This design comes from an exercise in tuning for small area, a short achievable clock period and few clock cycles on the open sky130 flow, not from production work. At most, simulation tests tie the RTL to the original design; equivalence was not proved. For runs 1 and 2, only the layout was checked, not whether the RTL still works. Power and IR drop assume default switching activity.

===== design/flow/config.mk =====
export PLATFORM = sky130hd
export DESIGN_NAME = keyword_tokenizer_unit
export DESIGN_NICKNAME = keyword_tokenizer_unit
export VERILOG_FILES = /design/flow/design.v
export SDC_FILE = /design/flow/constraint.sdc
export NUM_CORES = 4
export LEC_CHECK = 0
export CAP_MARGIN = 20
export CORE_MARGIN = 2
export CORE_UTILIZATION = 40
export SLEW_MARGIN = 20

===== design/flow/constraint.sdc =====
create_clock -name core_clock -period 7.0 [get_ports {clk_i}]
set_input_delay 1.4000 -clock core_clock [delete_from_list [all_inputs] [get_ports {clk_i}]]
set_output_delay 1.4000 -clock core_clock [all_outputs]
set_load 0.01 [all_outputs]

===== design/flow/design.v =====
package kt_pkg;
  localparam int unsigned KW_COUNT = 14;
  localparam logic [4:0] KIND_END     = 5'd0;
  localparam logic [4:0] KIND_NUMBER  = 5'd11;
  localparam logic [4:0] KIND_SYMBOL  = 5'd12;
  localparam logic [4:0] KIND_KW_BASE = 5'd13;
  typedef struct packed {
    logic       dig;      
    logic       ltr;      
    logic       idc;      
    logic       has_tok;  
    logic [4:0] kind;     
    logic [5:0] code;     
  } cls_t;
  function automatic cls_t classify(input logic [7:0] ch, input logic eoi);
    cls_t c;
    logic ws;
    c      = '0;
    ws     = (ch == 8'd32) || (ch >= 8'd9 && ch <= 8'd13);
    c.dig  = !eoi && (ch >= "0" && ch <= "9");
    c.ltr  = !eoi && ((ch >= "A" && ch <= "Z") || (ch >= "a" && ch <= "z"));
    c.idc  = c.dig || c.ltr || (!eoi && ch == "_");
    c.has_tok = eoi || !(ws || c.dig || c.ltr);
    c.code = {ch[5] & ~c.ltr, ch[4:0]};
    if (!eoi) begin
      case (ch)
        "+":      c.kind = 5'd1;
        "-":      c.kind = 5'd2;
        "^":      c.kind = 5'd3;
        "=":      c.kind = 5'd4;
        "<":      c.kind = 5'd5;
        ">":      c.kind = 5'd6;
        "[", "(": c.kind = 5'd7;
        "]", ")": c.kind = 5'd8;
        ";":      c.kind = 5'd9;
        ":":      c.kind = 5'd10;
        default:  c.kind = KIND_END;
      endcase
    end
    classify = c;
  endfunction
  function automatic logic [3:0] kw_len(input int idx);
    logic [3:0] l;
    case (idx)
      0:       l = 4'd2;
      1:       l = 4'd4;
      2:       l = 4'd5;
      3:       l = 4'd5;
      4:       l = 4'd3;
      5:       l = 4'd9;
      6:       l = 4'd6;
      7:       l = 4'd3;
      8:       l = 4'd3;
      9:       l = 4'd3;
      10:      l = 4'd2;
      11:      l = 4'd7;
      12:      l = 4'd4;
      default: l = 4'd6;
    endcase
    kw_len = l;
  endfunction
  function automatic logic [71:0] kw_text(input int idx);
    logic [71:0] w;
    case (idx)
      0:       w = "IF";
      1:       w = "ELSE";
      2:       w = "WHILE";
      3:       w = "BEGIN";
      4:       w = "END";
      5:       w = "PROCEDURE";
      6:       w = "DEFINE";
      7:       w = "SET";
      8:       w = "AND";
      9:       w = "XOR";
      10:      w = "OR";
      11:      w = "INTEGER";
      12:      w = "CHAR";
      default: w = "RETURN";
    endcase
    kw_text = w;
  endfunction
  function automatic logic [4:0] kw_char(input int idx, input int pos);
    logic [71:0] w;
    w = kw_text(idx);
    kw_char = w[8*(int'(kw_len(idx)) - 1 - pos) +: 5];
  endfunction
endpackage
module kt_ident_mem (
  input  logic        clk_i,
  input  logic        wr_en_i,
  input  logic [5:0]  wr_addr_i,
  input  logic [5:0]  wr_code_i,
  input  logic [2:0]  rd_row_i,
  output logic [47:0] rd_data_o
);
  logic [5:0] mem_q [64];
  always_ff @(posedge clk_i) begin
    for (int a = 0; a < 64; a++) begin
      if (wr_en_i && wr_addr_i == 6'(a)) begin
        mem_q[a] <= wr_code_i;
      end
    end
  end
  always_comb begin
    for (int l = 0; l < 8; l++) begin
      rd_data_o[6*l +: 6] = mem_q[{rd_row_i, 3'(l)}];
    end
  end
endmodule
module kt_kw_match (
  input  logic       clk_i,
  input  logic       rst_ni,
  input  logic       upd_i,     
  input  logic       clr_i,     
  input  logic [6:0] pos_i,     
  input  logic       let_i,
  input  logic [4:0] ch_i,      
  output logic       hit_o,
  output logic [4:0] kind_o
);
  logic [kt_pkg::KW_COUNT-1:0] cand_q;
  logic [kt_pkg::KW_COUNT-1:0] ok;
  always_comb begin
    for (int i = 0; i < kt_pkg::KW_COUNT; i++) begin
      ok[i] = 1'b0;
      for (int p = 0; p < int'(kt_pkg::kw_len(i)); p++) begin
        if (pos_i == 7'(p) && ch_i == kt_pkg::kw_char(i, p)) ok[i] = let_i;
      end
    end
  end
  always_ff @(posedge clk_i or negedge rst_ni) begin
    if (!rst_ni) begin
      cand_q <= '1;
    end else if (clr_i) begin
      cand_q <= '1;
    end else if (upd_i) begin
      cand_q <= cand_q & ok;
    end
  end
  always_comb begin
    hit_o  = 1'b0;
    kind_o = '0;
    for (int i = 0; i < kt_pkg::KW_COUNT; i++) begin
      if (cand_q[i] && pos_i == 7'(kt_pkg::kw_len(i))) begin
        hit_o  = 1'b1;
        kind_o = kind_o | (kt_pkg::KIND_KW_BASE + 5'(i));
      end
    end
  end
endmodule
module kt_out_reg (
  input  logic        clk_i,
  input  logic        rst_ni,
  input  logic        load_i,
  input  logic [4:0]  kind_i,
  input  logic [31:0] num_i,
  input  logic [6:0]  len_i,
  input  logic        is_chunk_i,
  input  logic [55:0] chunk_i,
  input  logic        last_i,
  output logic        free_o,
  output logic        out_valid_o,
  input  logic        out_ready_i,
  output logic [4:0]  token_kind_o,
  output logic [31:0] number_value_o,
  output logic [6:0]  text_length_o,
  output logic        is_chunk_o,
  output logic [63:0] text_chunk_o,
  output logic        last_o
);
  logic        valid_q;
  logic [4:0]  kind_q;
  logic [31:0] num_q;
  logic [6:0]  len_q;
  logic        is_chunk_q;
  logic [55:0] chunk_q;
  logic        last_q;
  assign free_o = !valid_q || out_ready_i;
  always_ff @(posedge clk_i or negedge rst_ni) begin
    if (!rst_ni) begin
      valid_q <= 1'b0;
    end else if (free_o) begin
      valid_q <= load_i;
    end
  end
  always_ff @(posedge clk_i) begin
    if (free_o && load_i) begin
      kind_q     <= kind_i;
      num_q      <= num_i;
      len_q      <= len_i;
      is_chunk_q <= is_chunk_i;
      chunk_q    <= chunk_i;
      last_q     <= last_i;
    end
  end
  assign out_valid_o    = valid_q;
  assign token_kind_o   = kind_q;
  assign number_value_o = num_q;
  assign text_length_o  = len_q;
  assign is_chunk_o     = is_chunk_q;
  assign last_o         = last_q;
  always_comb begin
    for (int l = 0; l < 8; l++) begin
      text_chunk_o[8*l +: 8] = {1'b0, chunk_q[7*l +: 7]};
    end
  end
endmodule
module keyword_tokenizer_unit (
  input  logic        clk_i,
  input  logic        rst_ni,
  input  logic        in_valid_i,
  output logic        in_ready_o,
  input  logic [7:0]  char_in_i,
  input  logic        end_of_input_i,
  output logic        out_valid_o,
  input  logic        out_ready_i,
  output logic [4:0]  token_kind_o,
  output logic [31:0] number_value_o,
  output logic [6:0]  text_length_o,
  output logic        is_chunk_o,
  output logic [63:0] text_chunk_o,
  output logic        last_o
);
  logic       rdy_q;
  logic       ir_v_q, sk_v_q;
  logic [8:0] ir_q, sk_q;      
  logic       consume;
  logic       in_fire, ir_free, sk_v_d;
  assign in_ready_o = rdy_q;
  assign in_fire    = in_valid_i && rdy_q;
  assign ir_free    = !ir_v_q || consume;
  assign sk_v_d     = !ir_free && (sk_v_q || in_fire);
  always_ff @(posedge clk_i or negedge rst_ni) begin
    if (!rst_ni) begin
      rdy_q  <= 1'b1;
      ir_v_q <= 1'b0;
      sk_v_q <= 1'b0;
    end else begin
      rdy_q  <= !sk_v_d;
      ir_v_q <= !ir_free || sk_v_q || in_fire;
      sk_v_q <= sk_v_d;
    end
  end
  always_ff @(posedge clk_i) begin
    if (rdy_q) sk_q <= {end_of_input_i, char_in_i};
    if (ir_free) ir_q <= sk_v_q ? sk_q : {end_of_input_i, char_in_i};
  end
  logic        m_num_q, m_id_q;    
  logic [31:0] acc_q;              
  logic [6:0]  len_q;              
  logic        sq_ch_q;            
  logic [2:0]  sq_row_q;           
  logic [2:0]  sq_lrow_q;          
  logic [2:0]  sq_llane_q;         
  logic        sq_own_q;           
  logic [4:0]  sq_kind_q;
  kt_pkg::cls_t cls;
  assign cls = kt_pkg::classify(ir_q[7:0], ir_q[8]);
  logic out_free;
  logic kw_hit;
  logic [4:0] kw_kind;
  logic cont_num, cont_id, cont, pend, need_out, sym;
  logic end_only, start_id, start_num;
  logic sq_idle, can_out;
  logic wr_ok, act, lex_emit, wr_en;
  assign cont_num  = m_num_q && cls.dig;
  assign cont_id   = m_id_q && cls.idc && !len_q[6];
  assign cont      = cont_num || cont_id;
  assign pend      = m_num_q || m_id_q;
  assign need_out  = !cont && (pend || cls.has_tok);
  assign sym       = m_id_q && !kw_hit;
  assign end_only  = m_id_q && !cont && cls.ltr;    
  assign start_id  = !m_id_q && cls.ltr;
  assign start_num = !cont && cls.dig;
  assign sq_idle   = !sq_ch_q && !sq_own_q;
  assign can_out   = out_free && sq_idle;
  assign wr_ok = !sq_ch_q || (len_q[5:3] < sq_row_q) ||
                 (len_q[5:3] == sq_row_q && out_free);
  always_comb begin
    act = 1'b0;
    if (ir_v_q) begin
      if (cont_num)      act = 1'b1;
      else if (cont_id)  act = wr_ok;
      else if (need_out) act = can_out;
      else if (start_id) act = wr_ok;
      else               act = 1'b1;
    end
  end
  assign consume  = act && !end_only;
  assign lex_emit = act && need_out;
  assign wr_en    = act && (cont_id || start_id);
  always_ff @(posedge clk_i or negedge rst_ni) begin
    if (!rst_ni) begin
      m_num_q <= 1'b0;
      m_id_q  <= 1'b0;
      len_q   <= '0;
    end else if (act) begin
      if (!cont) begin
        m_num_q <= start_num;
        m_id_q  <= start_id;
      end
      if (wr_en)       len_q <= len_q + 7'd1;
      else if (!cont)  len_q <= '0;
    end
  end
  always_ff @(posedge clk_i or negedge rst_ni) begin
    if (!rst_ni) begin
      acc_q <= '0;
    end else if (act && ((cls.dig && !cont_id) || m_num_q)) begin
      if (cls.dig && !cont_id) begin
        acc_q <= {acc_q[28:0], 3'b000} + {acc_q[30:0], 1'b0} + {28'd0, ir_q[3:0]};
      end else begin
        acc_q <= '0;
      end
    end
  end
  logic sq_emit, sq_lastc;
  assign sq_emit  = out_free && !sq_idle;
  assign sq_lastc = (sq_row_q == sq_lrow_q);
  logic [6:0] len_m1;
  assign len_m1 = len_q - 7'd1;
  always_ff @(posedge clk_i or negedge rst_ni) begin
    if (!rst_ni) begin
      sq_ch_q  <= 1'b0;
      sq_own_q <= 1'b0;
    end else if (lex_emit) begin
      sq_ch_q  <= sym;
      sq_own_q <= pend && cls.has_tok;
    end else if (sq_emit) begin
      if (sq_ch_q) sq_ch_q <= !sq_lastc;
      else         sq_own_q <= 1'b0;
    end
  end
  always_ff @(posedge clk_i) begin
    if (lex_emit) begin
      sq_row_q   <= '0;
      sq_lrow_q  <= len_m1[5:3];
      sq_llane_q <= len_m1[2:0];
      sq_kind_q  <= cls.kind;
    end else if (sq_emit && sq_ch_q) begin
      sq_row_q <= sq_row_q + 3'd1;
    end
  end
  logic [47:0] rd_data;
  kt_ident_mem u_mem (
    .clk_i     (clk_i),
    .wr_en_i   (wr_en),
    .wr_addr_i (len_q[5:0]),
    .wr_code_i (cls.code),
    .rd_row_i  (sq_row_q),
    .rd_data_o (rd_data)
  );
  kt_kw_match u_kw (
    .clk_i  (clk_i),
    .rst_ni (rst_ni),
    .upd_i  (wr_en),
    .clr_i  (act && !cont && m_id_q),
    .pos_i  (len_q),
    .let_i  (cls.ltr),
    .ch_i   (cls.code[4:0]),
    .hit_o  (kw_hit),
    .kind_o (kw_kind)
  );
  logic [4:0]  o_kind;
  logic [31:0] o_num;
  logic [6:0]  o_len;
  logic        o_is_chunk;
  logic [55:0] o_chunk;
  logic        o_last;
  always_comb begin
    o_kind     = '0;
    o_num      = '0;
    o_len      = '0;
    o_is_chunk = 1'b0;
    o_chunk    = '0;
    o_last     = 1'b1;
    if (lex_emit) begin
      o_last = !sym && !(pend && cls.has_tok);
      if (m_num_q) begin
        o_kind = kt_pkg::KIND_NUMBER;
        o_num  = acc_q;
      end else if (m_id_q) begin
        if (kw_hit) begin
          o_kind = kw_kind;
        end else begin
          o_kind = kt_pkg::KIND_SYMBOL;
          o_len  = len_q;
        end
      end else begin
        o_kind = cls.kind;
      end
    end else if (sq_ch_q) begin
      o_kind     = kt_pkg::KIND_SYMBOL;
      o_is_chunk = 1'b1;
      o_last     = sq_lastc && !sq_own_q;
      for (int l = 0; l < 8; l++) begin
        if (!sq_lastc || 3'(l) <= sq_llane_q) begin
          o_chunk[7*l +: 7] = {~rd_data[6*l+5], rd_data[6*l +: 6]};
        end
      end
    end else begin
      o_kind = sq_kind_q;
    end
  end
  kt_out_reg u_out (
    .clk_i          (clk_i),
    .rst_ni         (rst_ni),
    .load_i         (lex_emit || sq_emit),
    .kind_i         (o_kind),
    .num_i          (o_num),
    .len_i          (o_len),
    .is_chunk_i     (o_is_chunk),
    .chunk_i        (o_chunk),
    .last_i         (o_last),
    .free_o         (out_free),
    .out_valid_o    (out_valid_o),
    .out_ready_i    (out_ready_i),
    .token_kind_o   (token_kind_o),
    .number_value_o (number_value_o),
    .text_length_o  (text_length_o),
    .is_chunk_o     (is_chunk_o),
    .text_chunk_o   (text_chunk_o),
    .last_o         (last_o)
  );
endmodule

===== design/flow/run.sh =====
#!/bin/bash
# synth_recipe.tcl (not shown) runs the flow's synth.tcl, then flattens the netlist and writes it again
# the make line also repeats each setting of config.mk as NAME=value (left out here)
make -C /OpenROAD-flow-scripts/flow DESIGN_CONFIG=/design/flow/config.mk WORK_HOME=/design/flow/orfs CLKGATE_MAP_FILE= SYNTH_SCRIPT=/design/flow/synth_recipe.tcl finish

==> summary.txt, run 1 <==
Outcome
  • Outcome: timing/DRC/antenna clean

Critical path
  • Worst r2r src: ir_q[1]
  • Worst Setup Path Type: reg2reg
  • CP startpoint kind: flop
  • Crit end category: flop
  • Worst r2r dst: u_mem.mem_q[19][0]
  • Crit path from: ir_q[1]
  • End of the critical path: u_mem.mem_q[19][0]
  • Worst-path fanout max: 23
  • CP arrival: 4.81 ns
  • Worst Reg-to-Reg Cells: 9
  • Flop2flop setup slack: 2.43 ns
  • Worst EP required: 7.25 ns

Yosys
  • Async S/R FF share, synth: 10.6%
  • Sequential area share after synthesis: 68.3%
  • Post-synth top area share: 61.9%
  • Top post-synthesis cells by area: edfxtp_1 (62%), dfrtp_1 (4.6%), ha_1 (3.6%)
  • EDFF count, synth: 514
  • Mapped Avg Cell Area: 13.7 um2
  • Post-synth top area cell: edfxtp_1
  • Register bit total from synthesis: 578
  • Post-synth cell types: 76
  • Ys flop type: edfxtp_1
  • Synthesis Warnings: 5
  • Synth Cell Area: 0.0250 mm2
  • Mapped Cells: 1824

Timing
  • Final worst setup slack: 2.43 ns
  • Final setup vio count: 0
  • Worst Max-Slew Pin Slew: 1.18 ns
  • Setup TNS Final: 0 ns
  • Fin. max-slew vios: 0
  • Final hold vios: 0
  • Max transition margin: 21.1%
  • Worst Skew: 0.0494 ns
  • Hold Slack: 0.483 ns
  • Fmax: 219 MHz
  • Min Tclk post-route: 4.57 ns
  • RSZ-0062 raised after global routing: false
  • Final period util: 65.2%

Clock network
  • Clock root buffer: clkbuf_16
  • PostCTS Resize Cnt: 0
  • Clock buffer depth: 3
  • Worst skew pair latency: 0.66 ns
  • H-tree depth: 2
  • Num CTS Buffers: 59
  • Setup Fix Bufs, Post-CTS: 0
  • Hold Buf Count CTS: 0
  • Worst-path clk slew: 0.06 ns
  • CTS tree: yes
  • Clock sink count: 578

Route
  • Total wire length: 62.3 mm
  • Routed vias/inst: 5.62
  • Initial DRT Pass Iterations: 7
  • Initial DRC Count: 1730
  • WL/cell: 22.2 um
  • Residual DRC count: 0
  • Post-DRT Antenna Nets: 0
  • Vias: 15.8k

Global route
  • Total GRT Usage: 19.5%
  • Pin count of the biggest net entering global routing: 103
  • Initial antenna violation count: 0
  • Vias in the first global route: 15.9k
  • First-pass GRT wire length: 94.8 mm
  • GR Util met2: 31.9%
  • Met3 usage: 3.17%
  • Gr busiest metal: met2
  • Final global-route overflow total: 0
  • Met1 GRT Util: 26.1%

Floorplanning
  • Core Area: 0.0617 mm2
  • Die Footprint: 0.0644 mm2
  • Ports: 125
  • Row cnt: 91
  • Starting density of the core: 40.4%
  • Chip Width: 254 um
  • Die height: 254 um

Power
  • Maximum vdd drop: 0.000421 V
  • Internal power: 8.07 mW
  • Leakage: 10.0 nW
  • Pwr Density: 422 mW/mm2
  • Reg power frac: 42.7%
  • Sw Pwr: 4.16 mW
  • Sw Ratio: 34.0%
  • Total power: 12.2 mW
  • Clk pwr share: 27.0%
  • Gate power share: 30.4%

Finish
  • Most common cell after layout, fill and taps aside: edfxtp_1
  • Fillers: 5465
  • Antenna diodes: 0
  • Most frequent cells in the layout: edfxtp_1 (514), nand2_1 (208), nor2_1 (142)
  • Final Instance Area: 0.0290 mm2
  • Share of cells above drive strength 1: 11.9%
  • Final Core Density: 47.0%
  • Layout area overhead: 16.3%
  • Final Non-Filler Cells: 2811
  • Nets: 2010

Placement
  • DP HPWL: 38.4 mm
  • Port buffer count: 116
  • Inst Count DP: 2699
  • Post-DP Area: 0.0269 mm2
  • Pre-CTS setup slack: 1.78 ns
  • RePlAce Congestion: 0.869

Hold path
  • Worst hold path class: reg2reg

Flow run
  • Max_cap viols: 0
cells in the mapped netlist, types with 7 or more instances:
| cell | instances |
|---|---|
| or3_1 | 8 |
| a21oi_1 | 72 |
| and3_1 | 40 |
| a31oi_1 | 10 |
| buf_4 | 8 |
| xor2_1 | 13 |
| a41oi_1 | 35 |
| nor2_1 | 142 |
| buf_1 | 11 |
| a222oi_1 | 49 |
| nor3_1 | 28 |
| ha_1 | 72 |
| mux2i_1 | 8 |
| mux2_2 | 76 |
| edfxtp_1 | 514 |
| o21ai_0 | 76 |
| a221oi_1 | 10 |
| buf_2 | 12 |
| xnor2_1 | 21 |
| and2_1 | 24 |
| inv_1 | 28 |
| clkbuf_1 | 73 |
| nand4_1 | 7 |
| nor2b_1 | 15 |
| nand2b_1 | 14 |
| a22oi_1 | 35 |
| dfstp_2 | 15 |
| nand2_1 | 208 |
| a21o_1 | 7 |
| dfrtp_1 | 46 |
| nor4_1 | 7 |
| nand3_1 | 37 |
| o21bai_1 | 8 |
state kept, by name, summed over array words and instances (netlist names), 3 cells and up:
name           flops
sq_kind_q          4
u_out.num_q       32
u_mem.mem_q      384
sq_lrow_q          3
u_out.kind_q       5
u_kw.cand_q       14
ir_q               9
u_out.chunk_q     56
sq_row_q           3
sq_llane_q         3
acc_q             32
len_q              7
sk_q               9
u_out.len_q        7
kinds of logic (layout without fill, tap and decap cells):
| group | Yosys count | count (layout) | share of synthesized area [%] |
|---|---|---|---|
| other cells | 1 | 8 | 0.0150 |
| buf+inv | 134 | 277 | 2.26 |
| compound gates | 368 | 368 | 10.6 |
| simple gates | 551 | 551 | 10.2 |
| mux | 84 | 84 | 3.75 |
| fa+ha+maj | 74 | 74 | 3.77 |
| flops | 578 | 578 | 68.3 |
| xor+xnor | 34 | 34 | 1.19 |
cell type report:
cell class,count,area (um2),share of cell area [%]
Clock buffer,67,1530,5.26
Clock inverter,45,554,1.91
Inverter,28,105,0.362
Multi-Input combinational cell,1119,7410,25.5
Sequential cell,578,17000,58.7
Tap cell,837,1050,3.61
Timing Repair Buffer,137,1330,4.57
routing by layer:
metal	vias to the layer above	part of all wire [%]
met4	0	3.3
met2	683	47
li1	7195	-
met3	109	7.3
met5	-	0
met1	7814	42
power groups by stage:
stage | logic (mW) | registers, mW | clock network, mW
after floorplan | 1.82 | 5.47 | 0
after detailed placement | 3.73 | 5.29 | 0
final | 3.71 | 5.22 | 3.30
after global placement | 3.70 | 5.29 | 0
after CTS | 3.75 | 5.23 | 3.37
after global routing | 4.05 | 5.29 | 3.50
worst min-delay path by stage:
stage / slack, ns / cells past startpoint / from / to
2_1_floorplan: 0.46 / 2 / u_kw.cand_q[11] / u_kw.cand_q[11]
3_3_place_gp: 0.47 / 2 / u_kw.cand_q[0] / u_kw.cand_q[0]
3_5_place_dp: 0.47 / 2 / u_kw.cand_q[0] / u_kw.cand_q[0]
4_1_cts: 0.48 / 2 / u_kw.cand_q[0] / u_kw.cand_q[0]
5_1_grt: 0.50 / 2 / u_kw.cand_q[11] / u_kw.cand_q[11]
6_report: 0.48 / 2 / u_kw.cand_q[0] / u_kw.cand_q[0]
worst max-delay path: stages (launching register included):
cell and delay (ns):
edfxtp_1 0.60, nor2_1 0.62, and2_1 0.27, o22ai_1 0.12, nor2_1 0.30, o31a_1 0.24, o21ai_1 0.11, a21o_1 0.41
or3b_1 0.90, nor2_1 0.59
==> inputs of run 2 (changes only) <==
--- a/design/flow/config.mk
+++ b/design/flow/config.mk
@@ -5,7 +5,9 @@
 export SDC_FILE = /design/flow/constraint.sdc
 export NUM_CORES = 4
 export LEC_CHECK = 0
+export ABC_CLOCK_PERIOD_IN_PS = 2500
 export CAP_MARGIN = 20
 export CORE_MARGIN = 2
 export CORE_UTILIZATION = 40
+export SETUP_SLACK_MARGIN = 4.5
 export SLEW_MARGIN = 20
==> summary.txt, run 2 <==
Yosys
  • Commonest cells in the netlist: edfxtp_1 (514), nand2_1 (208), nor2_1 (142)
  • Post-synth top area cell: edfxtp_1
  • Ys flop type: edfxtp_1
  • Async S/R FF share, synth: 10.6% (unchanged)
  • Sequential area share after synthesis: 68.3% (unchanged)
  • Top-count cell post-synth: edfxtp_1
  • Register bit total from synthesis: 578 (unchanged)
  • Post-synth top area share: 61.9% (unchanged)
  • EDFF count, synth: 514 (unchanged)
  • Synthesis Warnings: 5 (unchanged)
  • Mapped Avg Cell Area: 13.7 um2 (unchanged)
  • Post-synth cell types: 76 (unchanged)
  • Top post-synthesis cells by area: edfxtp_1 (62%), dfrtp_1 (4.6%), ha_1 (3.6%)
  • Synth Cell Area: 0.0250 mm2 (unchanged)
  • Mapped Cells: 1824 (unchanged)

Global route
  • Initial antenna violation count: 1 (+1)
  • Total GRT Usage: 22.2% (+2.7 points)
  • First-pass GRT wire length: 107 mm (+12%)
  • Vias in the first global route: 17.0k (+7.2%)
  • Pin count of the biggest net entering global routing: 80 (-22%)
  • Final global-route overflow total: 0 (unchanged)

Floorplanning
  • Core Area: 0.0617 mm2 (unchanged)
  • Starting density of the core: 40.4% (unchanged)
  • Die height: 254 um (unchanged)
  • Row cnt: 91 (unchanged)
  • Ports: 125 (unchanged)
  • Die Footprint: 0.0644 mm2 (unchanged)
  • Chip Width: 254 um (unchanged)

Critical path
  • Crit path from: ir_q[3]
  • Worst r2r src: ir_q[3]
  • Worst-path fanout max: 6 (-74%)
  • Flop2flop setup slack: 3.67 ns (+1.23 ns)
  • WP depth: 11 (+2)
  • CP top delay family: simple AND/OR/NAND/NOR gates
  • Slowest CP cell: or4b_4
  • Slowest cell delay on critical path: 0.55 ns (-0.35 ns)
  • Worst Reg-to-Reg Cells: 11 (+2)
  • Most Frequent Cell on Critical Path: nor2_4
  • CP cell instances: buf_4 -> or4b_4 -> o21ai_4 -> a21o_1 -> nor2_4 -> o311ai_4 -> o21ai_2 -> a21o_4 -> or3b_4 -> buf_12 -> nor2_4
  • Crit end category: flop
  • CP startpoint kind: flop
  • Worst EP required: 7.30 ns (+0.05 ns)
  • CP arrival: 3.64 ns (-1.17 ns)
  • CP Buf/Inv Count: 2 (+2)
  • End of the critical path: u_mem.mem_q[24][5]
  • Worst Setup Path Type: reg2reg
  • Worst r2r dst: u_mem.mem_q[24][5]

Power
  • Total power: 14.3 mW (+17%)
  • Pwr Density: 440 mW/mm2 (+4.4%)
  • Maximum vdd drop: 0.000329 V (-22%)
  • Leakage: 11.4 nW (+14%)

Finish
  • Most frequent cells in the layout: edfxtp_1 (514), nand2_1 (181), buf_2 (100)
  • Multi-input logic area: 0.00910 mm2 (+23%)
  • Final Non-Filler Cells: 2988 (+6.3%)
  • Share of cells above drive strength 1: 35.0% (+23 points)
  • Antenna diodes: 0 (unchanged)
  • Nets: 2189 (+8.9%)
  • Seq. cell area: 0.0171 mm2 (about the same)
  • Biggest regs: u_mem.mem_q: 384 flops, u_out.chunk_q: 56 flops
  • Most common cell after layout, fill and taps aside: edfxtp_1
  • Max reg flops: 384 (unchanged)
  • Fillers: 5162 (-5.5%)
  • Largest Register: u_mem.mem_q
  • Layout area overhead: 29.8%

Placement
  • Inst Count DP: 2700 (+0.037%)
  • Port buffer count: 116 (unchanged)
  • RePlAce Congestion: 0.848 (-2.4%)
  • DP HPWL: 39.2 mm (+2.0%)

Route
  • Initial DRC Count: 2216 (+28%)
  • Total wire length: 74.0 mm (+19%)
  • Post-DRT Antenna Nets: 0 (unchanged)
  • Initial DRT Pass Iterations: 10 (+3)
  • Residual DRC count: 0 (unchanged)
  • WL/cell: 24.8 um (+12%)
  • Routed vias/inst: 5.77 (+2.6%)
  • Vias: 17.2k (+9.1%)

Timing
  • Worst Skew: 0.0309 ns (-0.0185 ns)
  • Setup TNS Final: 0 ns (unchanged)
  • Final period util: 47.6% (-18 points)
  • RSZ-0062 raised after global routing: true
  • Final hold vios: 0 (unchanged)
  • Max transition margin: 40.9% (+20 points)
  • Final setup vio count: 0 (unchanged)
  • Worst Max-Slew Pin Slew: 0.886 ns (-0.296 ns)
  • Min Tclk post-route: 3.33 ns (-1.23 ns)
  • Fin. max-slew vios: 0 (unchanged)
  • Fmax: 300 MHz (+37%)

Clock network
  • Worst skew pair latency: 0.63 ns (-0.03 ns)
  • H-tree depth: 2 (unchanged)
  • Num CTS Buffers: 60 (+1.7%)
  • Clock root buffer: clkbuf_16
  • CTS tree: yes
  • Clock buffer depth: 3 (unchanged)
  • Clock sink count: 578 (unchanged)
  • Worst-path clk slew: 0.06 ns (about the same)

Hold path
  • Worst hold path class: reg2reg

Outcome
  • Outcome: timing/DRC/antenna clean

Flow run
  • Max_cap viols: 0 (unchanged)
-- run 2: changes by cell type in the layout (fill, tap and decap cells not counted), moves of 23 or more --
cell / delta
and3_1: -35
and3_4: +35
buf_12: +23
buf_2: +99
buf_4: +55
buf_6: +59
clkdlybuf4s50_1: -105
nand2_1: -27
nor2_1: -74
nor2_4: +72
o21ai_0: -44
o21ai_2: +27
-- run 2: logic make-up (layout without fill, tap and decap cells) --
family	Yosys count	count (layout)	share of synthesized area (%)
XOR/XNOR	34	34	1.19
multiplexers	84	84	3.75
adder cells (fa/ha/maj)	74	74	3.77
AND/OR/NAND/NOR	551	558	10.2
other	1	8	0.0150
AO/OA/AOI/OAI	368	372	10.6
buffers and inverters	134	443	2.26
flip-flops	578	578	68.3
-- run 2: per-stage QoR --
stage / hold WS (ns) / utilization, % / worst slack [ns] / area, um2
finish: 0.465 / 52.5 / 3.67 / 32400
detailed placement: 0.476 / 44.5 / 2.05 / 27500
CTS: 0.467 / 51.2 / 3.80 / 31600
global placement: 0.469 / 44.5 / 2.13 / 27500
global route: 0.480 / 52.5 / 3.60 / 32400
floorplan: 0.457 / - / 3.17 / 25700
-- run 2: layout make-up --
class                      instances  area share [%]
clock inverter                    35            1.01
timing repair buffer             304            9.78
sequential                       578            52.6
clock buffer                      76            4.88
tap                              837            3.23
inverter                          28           0.382
multi-input combinational       1130            28.1
-- run 2: worst min path at each step --
stage	cells past startpoint	from	endpoint	slack [ns]
floorplan	2	u_kw.cand_q[11]	u_kw.cand_q[11]	0.46
global placement	2	u_kw.cand_q[3]	u_kw.cand_q[3]	0.47
detailed placement	2	u_kw.cand_q[5]	u_kw.cand_q[5]	0.48
CTS	2	u_kw.cand_q[0]	u_kw.cand_q[0]	0.47
global route	2	u_kw.cand_q[0]	u_kw.cand_q[0]	0.48
finish	2	u_kw.cand_q[10]	u_kw.cand_q[10]	0.46
-- run 2: worst min-delay path, cell delays in order (launching register included) --
cell	delay, ns
dfstp_2	0.37
o21ai_2	0.04
nand2_1	0.05
-- run 2: timing repair --
action,4_1_cts,5_1_grt
gates resized for setup,689,145
pin swaps,72,59
buffers inserted,124,19
hold buffers,0,0
gates cloned,27,7
setup endpoints to repair,841,761
-- run 2: power by group --
part	total (mW)	switching, mW	internal (mW)
registers	5.15	0.296	4.86
logic	5.98	3.47	2.50
clock network	3.13	1.35	1.78
total	14.3	5.12	9.14
-- run 2: metal layers --
layer | vias up | global-route usage [%] | part of all wire [%]
met1 | 8607 | 30.0 | 42
met5 | - | 0 | 0
met3 | 150 | 3.64 | 7.4
met4 | 0 | 7.43 | 2.7
met2 | 849 | 36.4 | 48
li1 | 7626 | - | -
==> inputs of run 3 (changes only) <==
--- a/design/flow/design.v
+++ b/design/flow/design.v
@@ -97,7 +97,7 @@
   always_ff @(posedge clk_i) begin
     for (int a = 0; a < 64; a++) begin
       if (wr_en_i && wr_addr_i == 6'(a)) begin
-        mem_q[a] <= wr_code_i;
+        mem_q[a] <= (a == 0) ? {1'b0, wr_code_i[4:0]} : wr_code_i;
       end
     end
   end
@@ -184,7 +184,7 @@
     end
   end
   always_ff @(posedge clk_i) begin
-    if (free_o && load_i) begin
+    if (free_o) begin
       kind_q     <= kind_i;
       num_q      <= num_i;
       len_q      <= len_i;
@@ -223,9 +223,12 @@
 );
   logic       rdy_q;
   logic       ir_v_q, sk_v_q;
-  logic [8:0] ir_q, sk_q;      
+  logic [8:0] sk_q;           
+  kt_pkg::cls_t ir_q;          
   logic       consume;
   logic       in_fire, ir_free, sk_v_d;
+  logic [8:0] ir_src;
+  assign ir_src     = sk_v_q ? sk_q : {end_of_input_i, char_in_i};
   assign in_ready_o = rdy_q;
   assign in_fire    = in_valid_i && rdy_q;
   assign ir_free    = !ir_v_q || consume;
@@ -243,7 +246,7 @@
   end
   always_ff @(posedge clk_i) begin
     if (rdy_q) sk_q <= {end_of_input_i, char_in_i};
-    if (ir_free) ir_q <= sk_v_q ? sk_q : {end_of_input_i, char_in_i};
+    if (ir_free) ir_q <= kt_pkg::classify(ir_src[7:0], ir_src[8]);
   end
   logic        m_num_q, m_id_q;    
   logic [31:0] acc_q;              
@@ -255,7 +258,7 @@
   logic        sq_own_q;           
   logic [4:0]  sq_kind_q;
   kt_pkg::cls_t cls;
-  assign cls = kt_pkg::classify(ir_q[7:0], ir_q[8]);
+  assign cls = ir_q;
   logic out_free;
   logic kw_hit;
   logic [4:0] kw_kind;
@@ -289,6 +292,19 @@
   assign consume  = act && !end_only;
   assign lex_emit = act && need_out;
   assign wr_en    = act && (cont_id || start_id);
+  logic       w_v_q;
+  logic [5:0] w_addr_q, w_code_q;
+  always_ff @(posedge clk_i or negedge rst_ni) begin
+    if (!rst_ni) begin
+      w_v_q <= 1'b0;
+    end else begin
+      w_v_q <= wr_en;
+    end
+  end
+  always_ff @(posedge clk_i) begin
+    w_addr_q <= len_q[5:0];
+    w_code_q <= cls.code;
+  end
   always_ff @(posedge clk_i or negedge rst_ni) begin
     if (!rst_ni) begin
       m_num_q <= 1'b0;
@@ -303,15 +319,10 @@
       else if (!cont)  len_q <= '0;
     end
   end
-  always_ff @(posedge clk_i or negedge rst_ni) begin
-    if (!rst_ni) begin
-      acc_q <= '0;
-    end else if (act && ((cls.dig && !cont_id) || m_num_q)) begin
-      if (cls.dig && !cont_id) begin
-        acc_q <= {acc_q[28:0], 3'b000} + {acc_q[30:0], 1'b0} + {28'd0, ir_q[3:0]};
-      end else begin
-        acc_q <= '0;
-      end
+  always_ff @(posedge clk_i) begin
+    if (ir_v_q && cls.dig && !cont_id) begin
+      acc_q <= m_num_q ? {acc_q[28:0], 3'b000} + {acc_q[30:0], 1'b0} + {28'd0, cls.code[3:0]}
+                       : {28'd0, cls.code[3:0]};
     end
   end
   logic sq_emit, sq_lastc;
@@ -344,9 +355,9 @@
   logic [47:0] rd_data;
   kt_ident_mem u_mem (
     .clk_i     (clk_i),
-    .wr_en_i   (wr_en),
-    .wr_addr_i (len_q[5:0]),
-    .wr_code_i (cls.code),
+    .wr_en_i   (w_v_q),
+    .wr_addr_i (w_addr_q),
+    .wr_code_i (w_code_q),
     .rd_row_i  (sq_row_q),
     .rd_data_o (rd_data)
   );
@@ -374,7 +385,7 @@
     o_is_chunk = 1'b0;
     o_chunk    = '0;
     o_last     = 1'b1;
-    if (lex_emit) begin
+    if (sq_idle) begin
       o_last = !sym && !(pend && cls.has_tok);
       if (m_num_q) begin
         o_kind = kt_pkg::KIND_NUMBER;
==> design/flow/flow/run.sh (new file) <==
#!/bin/bash
# Standard layout, with the port buffers made from plain buffers (buf_2) instead of the
# delay cell buffer_ports picks by default. Each tool's output goes to its own log here.
set -euo pipefail
bash standard.sh "BUFFER_PORTS_ARGS=-buffer_cell sky130_fd_sc_hd__buf_2" finish > standard.log 2>&1
==> design/flow/standard.sh (new file) <==
#!/bin/bash
# synth_recipe.tcl (not shown) runs the flow's synth.tcl, then flattens the netlist and writes it again
# the make line also repeats each setting of config.mk as NAME=value (left out here)
make -C /OpenROAD-flow-scripts/flow DESIGN_CONFIG=/design/flow/config.mk WORK_HOME=/design/flow/orfs CLKGATE_MAP_FILE= SYNTH_SCRIPT=/design/flow/synth_recipe.tcl "${@:-finish}"
--- a/design/flow/config.mk
+++ b/design/flow/config.mk
@@ -9,5 +9,5 @@
 export CAP_MARGIN = 20
 export CORE_MARGIN = 2
 export CORE_UTILIZATION = 40
-export SETUP_SLACK_MARGIN = 4.5
+export SETUP_SLACK_MARGIN = 4.0
 export SLEW_MARGIN = 20
removed: design/flow/run.sh
==> summary.txt, run 3 <==
Timing
  • Min Tclk post-route: 3.03 ns (-0.308 ns)
  • Setup TNS Final: 0 ns (unchanged)
  • Fin. max-slew vios: 0 (unchanged)
  • RSZ-0062 raised after global routing: true
  • Worst Max-Slew Pin Slew: 1.17 ns (+0.283 ns)
  • Worst Skew: 0.0335 ns (+0.00257 ns)
  • Fmax: 331 MHz (+10%)
  • Hold Slack: 0.340 ns (-0.125 ns)
  • Final setup vio count: 0 (unchanged)
  • Final period util: 43.2% (-4.4 points)
  • Final hold vios: 0 (unchanged)
  • Max transition margin: 21.9% (-19 points)

Route
  • Initial DRC Count: 1541 (-30%)
  • Total wire length: 62.3 mm (-16%)
  • WL/cell: 22.0 um (-11%)
  • Initial DRT Pass Iterations: 6 (-4)
  • Routed vias/inst: 5.59 (-3.0%)
  • Vias: 15.8k (-8.2%)
  • Residual DRC count: 0 (unchanged)
  • Post-DRT Antenna Nets: 0 (unchanged)

Finish
  • Largest Register: u_mem.mem_q
  • Nets: 2015 (-7.9%)
  • Most common cell after layout, fill and taps aside: edfxtp_1
  • Fillers: 5628 (+9.0%)
  • Most frequent cells in the layout: edfxtp_1 (550), nor2_1 (171), nand2_1 (151)
  • Max reg flops: 383 (-0.26%)
  • Antenna diodes: 0 (unchanged)
  • Layout area overhead: 15.9%
  • Biggest regs: u_mem.mem_q: 383 flops, u_out.chunk_q: 56 flops
  • Share of cells above drive strength 1: 20.1% (-15 points)

Global route
  • First-pass GRT wire length: 94.5 mm (-11%)
  • Final global-route overflow total: 0 (unchanged)
  • Total GRT Usage: 18.5% (-3.7 points)
  • Pin count of the biggest net entering global routing: 74 (-7.5%)
  • Vias in the first global route: 16.2k (-4.9%)
  • Initial antenna violation count: 0 (-1)

Yosys
  • Post-synth cell types: 85 (+12%)
  • Synthesis Warnings: 5 (unchanged)
  • Ys flop type: edfxtp_1
  • Top post-synthesis cells by area: edfxtp_1 (65%), ha_1 (3.5%), mux2_2 (3.2%)
  • Async S/R FF share, synth: 5.04% (-5.5 points)
  • Post-synth top area share: 65.1% (+3.2 points)
  • Top-count cell post-synth: edfxtp_1
  • Post-synth top area cell: edfxtp_1
  • Mapped Avg Cell Area: 14.1 um2 (+3.2%)
  • Synth Cell Area: 0.0254 mm2 (+1.7%)
  • Mapped Cells: 1797 (-1.5%)
  • Sequential area share after synthesis: 69.3% (+1.0 points)
  • EDFF count, synth: 550 (+7.0%)
  • Register bit total from synthesis: 595 (+2.9%)
  • Commonest cells in the netlist: edfxtp_1 (550), nor2_1 (173), nand2_1 (153)

Critical path
  • Most Frequent Cell on Critical Path: a211o_1
  • Worst EP required: 7.36 ns (+0.06 ns)
  • Slowest CP cell: fa_1
  • Worst r2r src: acc_q[0]
  • CP cell instances: fa_1 -> ha_1 -> a211o_1 -> a211o_1 -> a21oi_2 -> a211oi_2 -> o211ai_1 -> nand3_1 -> nor3b_1
  • Worst Reg-to-Reg Cells: 9 (-2)
  • Flop2flop setup slack: 3.97 ns (+0.31 ns)
  • Worst r2r dst: acc_q[29]
  • Crit path from: acc_q[0]
  • Worst Setup Path Type: reg2reg
  • Worst-path fanout max: 4 (-2)
  • Slowest cell delay on critical path: 0.61 ns (+0.06 ns)
  • CP arrival: 3.38 ns (-0.26 ns)
  • Crit end category: flop
  • CP startpoint kind: flop

Clock network
  • CTS tree: yes
  • Clock sink count: 595 (+2.9%)
  • Clock buffer depth: 3 (unchanged)
  • Worst-path clk slew: 0.06 ns (about the same)
  • H-tree depth: 2 (unchanged)
  • Hold Buf Count CTS: 0 (unchanged)
  • Worst skew pair latency: 0.65 ns (+0.02 ns)
  • Clock root buffer: clkbuf_16
  • Num CTS Buffers: 61 (+1.7%)

Floorplanning
  • Die height: 256 um (+0.84%)
  • Row cnt: 92 (+1.1%)
  • Starting density of the core: 40.4% (-0.056 points)
  • Die Footprint: 0.0655 mm2 (+1.7%)
  • Ports: 125 (unchanged)
  • Chip Width: 256 um (+0.84%)
  • Core Area: 0.0629 mm2 (+1.8%)

Placement
  • DP HPWL: 37.2 mm (-5.2%)
  • RePlAce Congestion: 0.875 (+3.2%)
  • Port buffer count: 116 (unchanged)

Hold path
  • Hold Path End: w_code_q[5]
  • Hold path start: ir_q[5]
  • Worst hold path class: reg2reg
  • Hold depth: 0 (-2)

Power
  • Leakage: 10.5 nW (-8.0%)
  • Pwr Density: 441 mW/mm2 (+0.28%)
  • Maximum vdd drop: 0.000245 V (-26%)

Outcome
  • Outcome: timing/DRC/antenna clean

Flow run
  • Max_cap viols: 0 (unchanged)
[run 3: cell types whose count changed after synthesis, moves of 15 or more]
cell and change:
o21ai_1 +15, nand2_1 -55, dfrtp_1 -31, a221oi_1 +21, nor2_1 +31, edfxtp_1 +36, o21ai_0 -50
[run 3: worst max-delay path by stage]
stage,to,slack [ns],cells after the start
finish,acc_q[29],3.97,9
global route,acc_q[29],3.89,9
CTS,u_out.chunk_q[24],3.93,6
detailed placement,len_q[6],2.31,12
global placement,sq_llane_q[0],2.44,10
floorplan,len_q[2],2.71,9
[run 3: area by class of cell]
type,count,area [um2],share of cell area (%)
Sequential cell,595,17600,59.8
Multi-Input combinational cell,1071,7480,25.4
Clock buffer,82,1660,5.63
Tap cell,846,1060,3.60
Timing Repair Buffer,158,1050,3.57
Clock inverter,33,407,1.38
Inverter,41,160,0.545
[run 3: critical path, delay by kind of cell, from the launching register on]
kind | cells | cell delay [ns]
compound gates | 5 | 1.21
fa+ha+maj | 2 | 0.87
flops | 1 | 0.45
simple gates | 2 | 0.24
[run 3: per-stage QoR]
step           util [%]  power, mW  setup slack (ns)  area, um2  std cells
2_1_floorplan         -       8.02              2.71      25500       1804
3_3_place_gp       42.7       9.35              2.44      26800       2687
3_5_place_dp       42.7       9.43              2.31      26900       2689
4_1_cts            46.4       12.9              3.93      29200       2816
5_1_grt            46.8       13.7              3.89      29400       2826
6_report           46.8       13.0              3.97      29400       2826
[run 3: timing repair]
item / in CTS / in global routing
gates resized for setup: 27 / 21
cloned: 2 / 3
buffers inserted: 10 / 7
pin swaps: 15 / 16
endpoints found under the setup margin: 126 / 88
[run 3: power by group]
part | leakage, nW | switching [mW] | internal (mW) | total (mW)
logic | 3.83 | 2.79 | 1.52 | 4.31
registers | 5.64 | 0.377 | 4.97 | 5.35
clock network | 1.01 | 1.37 | 1.96 | 3.33
total | 10.5 | 4.53 | 8.45 | 13.0
[run 3: layer usage]
metal / share of wire [%] / global-route usage, % / wire length, um / vias to the layer above
li1: - / - / - / 7233
met2: 49 / 31.8 / 30700 / 578
met5: 0 / 0 / 0 / -
met4: 2.8 / 5.82 / 1740 / 0
met3: 6.0 / 2.67 / 3750 / 106
met1: 42 / 24.2 / 26100 / 7894
[run 3: cells by family after synthesis]
logic type | synth area share, %
muxes | 3.48
buffers and inverters | 2.28
xor gates and xnor gates | 1.04
DFF | 69.3
adders and majority gates | 3.71
and+or+nand+nor | 10.0
AOI/OAI and AO/OA | 10.2
other | 0.0148
Testbench counts of run 3, summed over its fixed seeds: cycles 24,876.
==> inputs of run 4 (changes only) <==
==> design/flow/run.sh (new file) <==
#!/bin/bash
# synth_recipe.tcl (not shown) runs the flow's synth.tcl, then flattens the netlist and writes it again
# the make line also repeats each setting of config.mk as NAME=value (left out here)
make -C /OpenROAD-flow-scripts/flow DESIGN_CONFIG=/design/flow/config.mk WORK_HOME=/design/flow/orfs CLKGATE_MAP_FILE= SYNTH_SCRIPT=/design/flow/synth_recipe.tcl finish
removed: design/flow/flow/run.sh
removed: design/flow/standard.sh
==> summary.txt, run 4 <==
Outcome
  • Outcome: timing/DRC/antenna clean

Placement
  • Port buffer count: 116 (unchanged)
  • RePlAce Congestion: 0.855 (-2.4%)
  • Inst Count DP: 2690 (+0.037%)
  • DP HPWL: 36.8 mm (-0.99%)

Clock network
  • Worst skew pair latency: 0.64 ns (about the same)
  • Worst-path clk slew: 0.06 ns (about the same)
  • H-tree depth: 2 (unchanged)
  • Clock buffer depth: 3 (unchanged)
  • Num CTS Buffers: 61 (unchanged)
  • CTS tree: yes
  • Clock sink count: 595 (unchanged)
  • Clock root buffer: clkbuf_16

Yosys
  • EDFF count, synth: 550 (unchanged)
  • Top-count cell post-synth: edfxtp_1
  • Mapped Avg Cell Area: 14.1 um2 (unchanged)
  • Ys flop type: edfxtp_1
  • Async S/R FF share, synth: 5.04% (unchanged)
  • Post-synth top area cell: edfxtp_1
  • Sequential area share after synthesis: 69.3% (unchanged)
  • Register bit total from synthesis: 595 (unchanged)
  • Commonest cells in the netlist: edfxtp_1 (550), nor2_1 (173), nand2_1 (153)
  • Top post-synthesis cells by area: edfxtp_1 (65%), ha_1 (3.5%), mux2_2 (3.2%)
  • Post-synth cell types: 85 (unchanged)
  • Synth Cell Area: 0.0254 mm2 (unchanged)
  • Post-synth top area share: 65.1% (unchanged)
  • Mapped Cells: 1797 (unchanged)
  • Synthesis Warnings: 5 (unchanged)

Critical path
  • Worst Setup Path Type: reg2reg
  • CP arrival: 3.36 ns (-0.02 ns)
  • Crit end category: flop
  • CP cell instances: fa_2 -> ha_4 -> a211o_1 -> a211o_1 -> a21oi_2 -> a211oi_2 -> o211ai_1 -> nand3_1 -> nor3b_2
  • Worst EP required: 7.36 ns (about the same)
  • Slowest cell delay on critical path: 0.62 ns (about the same)
  • CP startpoint kind: flop
  • Most Frequent Cell on Critical Path: a211o_1
  • Worst-path fanout max: 4 (unchanged)
  • Slowest CP cell: fa_2

Route
  • Post-DRT Antenna Nets: 0 (unchanged)
  • WL/cell: 21.7 um (-1.3%)
  • Routed vias/inst: 5.56 (-0.60%)
  • Total wire length: 61.5 mm (-1.2%)
  • Initial DRC Count: 1485 (-3.6%)
  • Vias: 15.7k (-0.49%)
  • Residual DRC count: 0 (unchanged)
  • Initial DRT Pass Iterations: 9 (+3)

Timing
  • Final setup vio count: 0 (unchanged)
  • Final period util: 42.9% (-0.32 points)
  • Setup TNS Final: 0 ns (unchanged)
  • Worst Max-Slew Pin Slew: 1.21 ns (+0.0372 ns)
  • Fin. max-slew vios: 0 (unchanged)
  • Worst Skew: 0.0366 ns (+0.00311 ns)
  • Min Tclk post-route: 3.00 ns (-0.0225 ns)
  • Fmax: 333 MHz (+0.75%)
  • Final hold vios: 0 (unchanged)
  • RSZ-0062 raised after global routing: true
  • Max transition margin: 19.4% (-2.5 points)

Floorplanning
  • Chip Width: 256 um (unchanged)
  • Starting density of the core: 40.4% (unchanged)
  • Core Area: 0.0629 mm2 (unchanged)
  • Die Footprint: 0.0655 mm2 (unchanged)
  • Die height: 256 um (unchanged)
  • Row cnt: 92 (unchanged)
  • Ports: 125 (unchanged)

Global route
  • Final global-route overflow total: 0 (unchanged)
  • Total GRT Usage: 18.4% (-0.088 points)
  • Pin count of the biggest net entering global routing: 74 (unchanged)
  • First-pass GRT wire length: 93.8 mm (-0.72%)
  • Initial antenna violation count: 0 (unchanged)
  • Vias in the first global route: 15.9k (-1.6%)

Finish
  • Nets: 2017 (+0.099%)
  • Fillers: 5536 (-1.6%)
  • Most common cell after layout, fill and taps aside: edfxtp_1
  • Max reg flops: 383 (unchanged)
  • Biggest regs: u_mem.mem_q: 383 flops, u_out.chunk_q: 56 flops
  • Largest Register: u_mem.mem_q
  • Layout area overhead: 17.7%
  • Final Non-Filler Cells: 2829 (+0.11%)
  • Antenna diodes: 0 (unchanged)
  • Most frequent cells in the layout: edfxtp_1 (550), nor2_1 (171), nand2_1 (151)
  • Share of cells above drive strength 1: 14.9% (-5.2 points)

Power
  • Sw Pwr: 4.56 mW (+0.52%)
  • Pwr Density: 440 mW/mm2 (-0.37%)
  • Leakage: 10.4 nW (-0.92%)
  • Gate power share: 34.6% (+1.4 points)
  • Maximum vdd drop: 0.000279 V (+14%)
  • Sw Ratio: 34.7% (-0.25 points)
  • Reg power frac: 40.6% (-0.6 points)
  • Internal power: 8.58 mW (+1.6%)
  • Clk pwr share: 24.8% (-0.8 points)

Flow run
  • Max_cap viols: 0 (unchanged)

Hold path
  • Worst hold path class: reg2reg
==> run 4: cell counts after synthesis <==
Identical to the previous run, type by type.
==> run 4: cell type report <==
| class | instances | area, um2 | share of cell area, % |
|---|---|---|---|
| sequential | 595 | 17600 | 58.9 |
| multi-input combinational | 1071 | 7500 | 25.1 |
| clock buffer | 81 | 1660 | 5.56 |
| timing repair buffer | 158 | 1520 | 5.09 |
| tap | 846 | 1060 | 3.54 |
| clock inverter | 35 | 373 | 1.25 |
| inverter | 41 | 158 | 0.528 |
| timing repair inverter | 2 | 12.5 | 0.0419 |
==> run 4: repair_timing <==
item,4_1_cts,5_1_grt
setup buffers,15,5
setup endpoints to repair,184,97
cloned,3,0
resized for setup,23,28
pin swaps,18,12
hold buffers,0,0
==> run 4: worst paths after layout <==
kind                            startpoint  cells past startpoint  slack [ns]     endpoint
worst max-delay path               ir_q[3]                      9        4.00    acc_q[29]
worst min-delay path               ir_q[5]                      0        0.35  w_code_q[5]
worst max register to register     ir_q[3]                      9        4.00    acc_q[29]
worst min register to register     ir_q[5]                      0        0.35  w_code_q[5]
max in group asynchronous           rst_ni                      2        5.48        rdy_q
min in group asynchronous           rst_ni                      2        1.19     len_q[6]
==> run 4: cell families after synthesis <==
logic type               synth area share [%]
multiplexers                             3.48
buffers and inverters                    2.28
XOR/XNOR                                 1.04
other                                  0.0148
adder cells (fa/ha/maj)                  3.71
AO/OA/AOI/OAI                            10.2
AND/OR/NAND/NOR                          10.0
flip-flops                               69.3
==> run 4: worst max-delay path, delay by kind of cell (launching register included) <==
family	cells	cell delay [ns]
AOI/OAI and AO/OA	5	1.19
adders and majority gates	2	0.83
DFF	1	0.46
and+or+nand+nor	2	0.26
==> run 4: power groups by stage <==
stage / clock, mW / sequential (mW) / combinational, mW
after floorplan: 0 / 5.55 / 2.47
after global placement: 0 / 5.44 / 4.15
after detailed placement: 0 / 5.45 / 4.22
after CTS: 3.31 / 5.34 / 4.47
after global routing: 3.46 / 5.40 / 5.00
final: 3.25 / 5.34 / 4.55
==> run 4: through the flow <==
step | hold slack [ns] | worst slack (ns) | power (mW) | utilization (%) | area (um2)
global placement | 0.338 | 2.08 | 9.59 | 43.6 | 27400
finish | 0.353 | 4.00 | 13.1 | 47.5 | 29900
detailed placement | 0.343 | 1.96 | 9.67 | 43.7 | 27400
global route | 0.357 | 3.90 | 13.9 | 47.5 | 29900
CTS | 0.357 | 3.94 | 13.1 | 47.3 | 29700
floorplan | 0.323 | 2.71 | 8.02 | - | 25500
==> run 4: layer usage <==
metal  GRT usage [%]  part of all wire, %
met5               0                    0
met4            5.20                  2.4
met3            3.32                  5.7
met2            31.6                   49
met1            23.9                   43

[afterwards: timing with drivers on the ports]
Ports are ideal in the flow. The routed layouts listed here were re-timed in OpenROAD.
Step 1: set_driving_cell puts a clkbuf_16 on clk_i and a buf_2 on each other input, an assumption about the parent block.
Step 2 also shifts input and output timing later by t, the mid clock arrival at the registers, as if the neighbouring blocks saw the same clock.
Slacks: no drivers / after step 1 / after step 2; pairs: no drivers / after step 1.
run	t, ns	setup WS [ns]	worst setup path after step 2	worst data-port slew with drivers (ns)
run 1	0.690	2.435 / 2.435 / 1.783	input to register	0.03
run 2	0.675	3.667 / 3.667 / 3.299	input to register	0.03
run 3	0.686	3.975 / 3.975 / 3.404	input to register	0.07
run 4	0.682	3.997 / 3.997 / 3.442	input to register	0.03
After both steps every run listed still meets setup and hold. The setup slack of run 1, which loses most, moves by 0.000 ns with the drivers and by -0.652 ns with both steps.
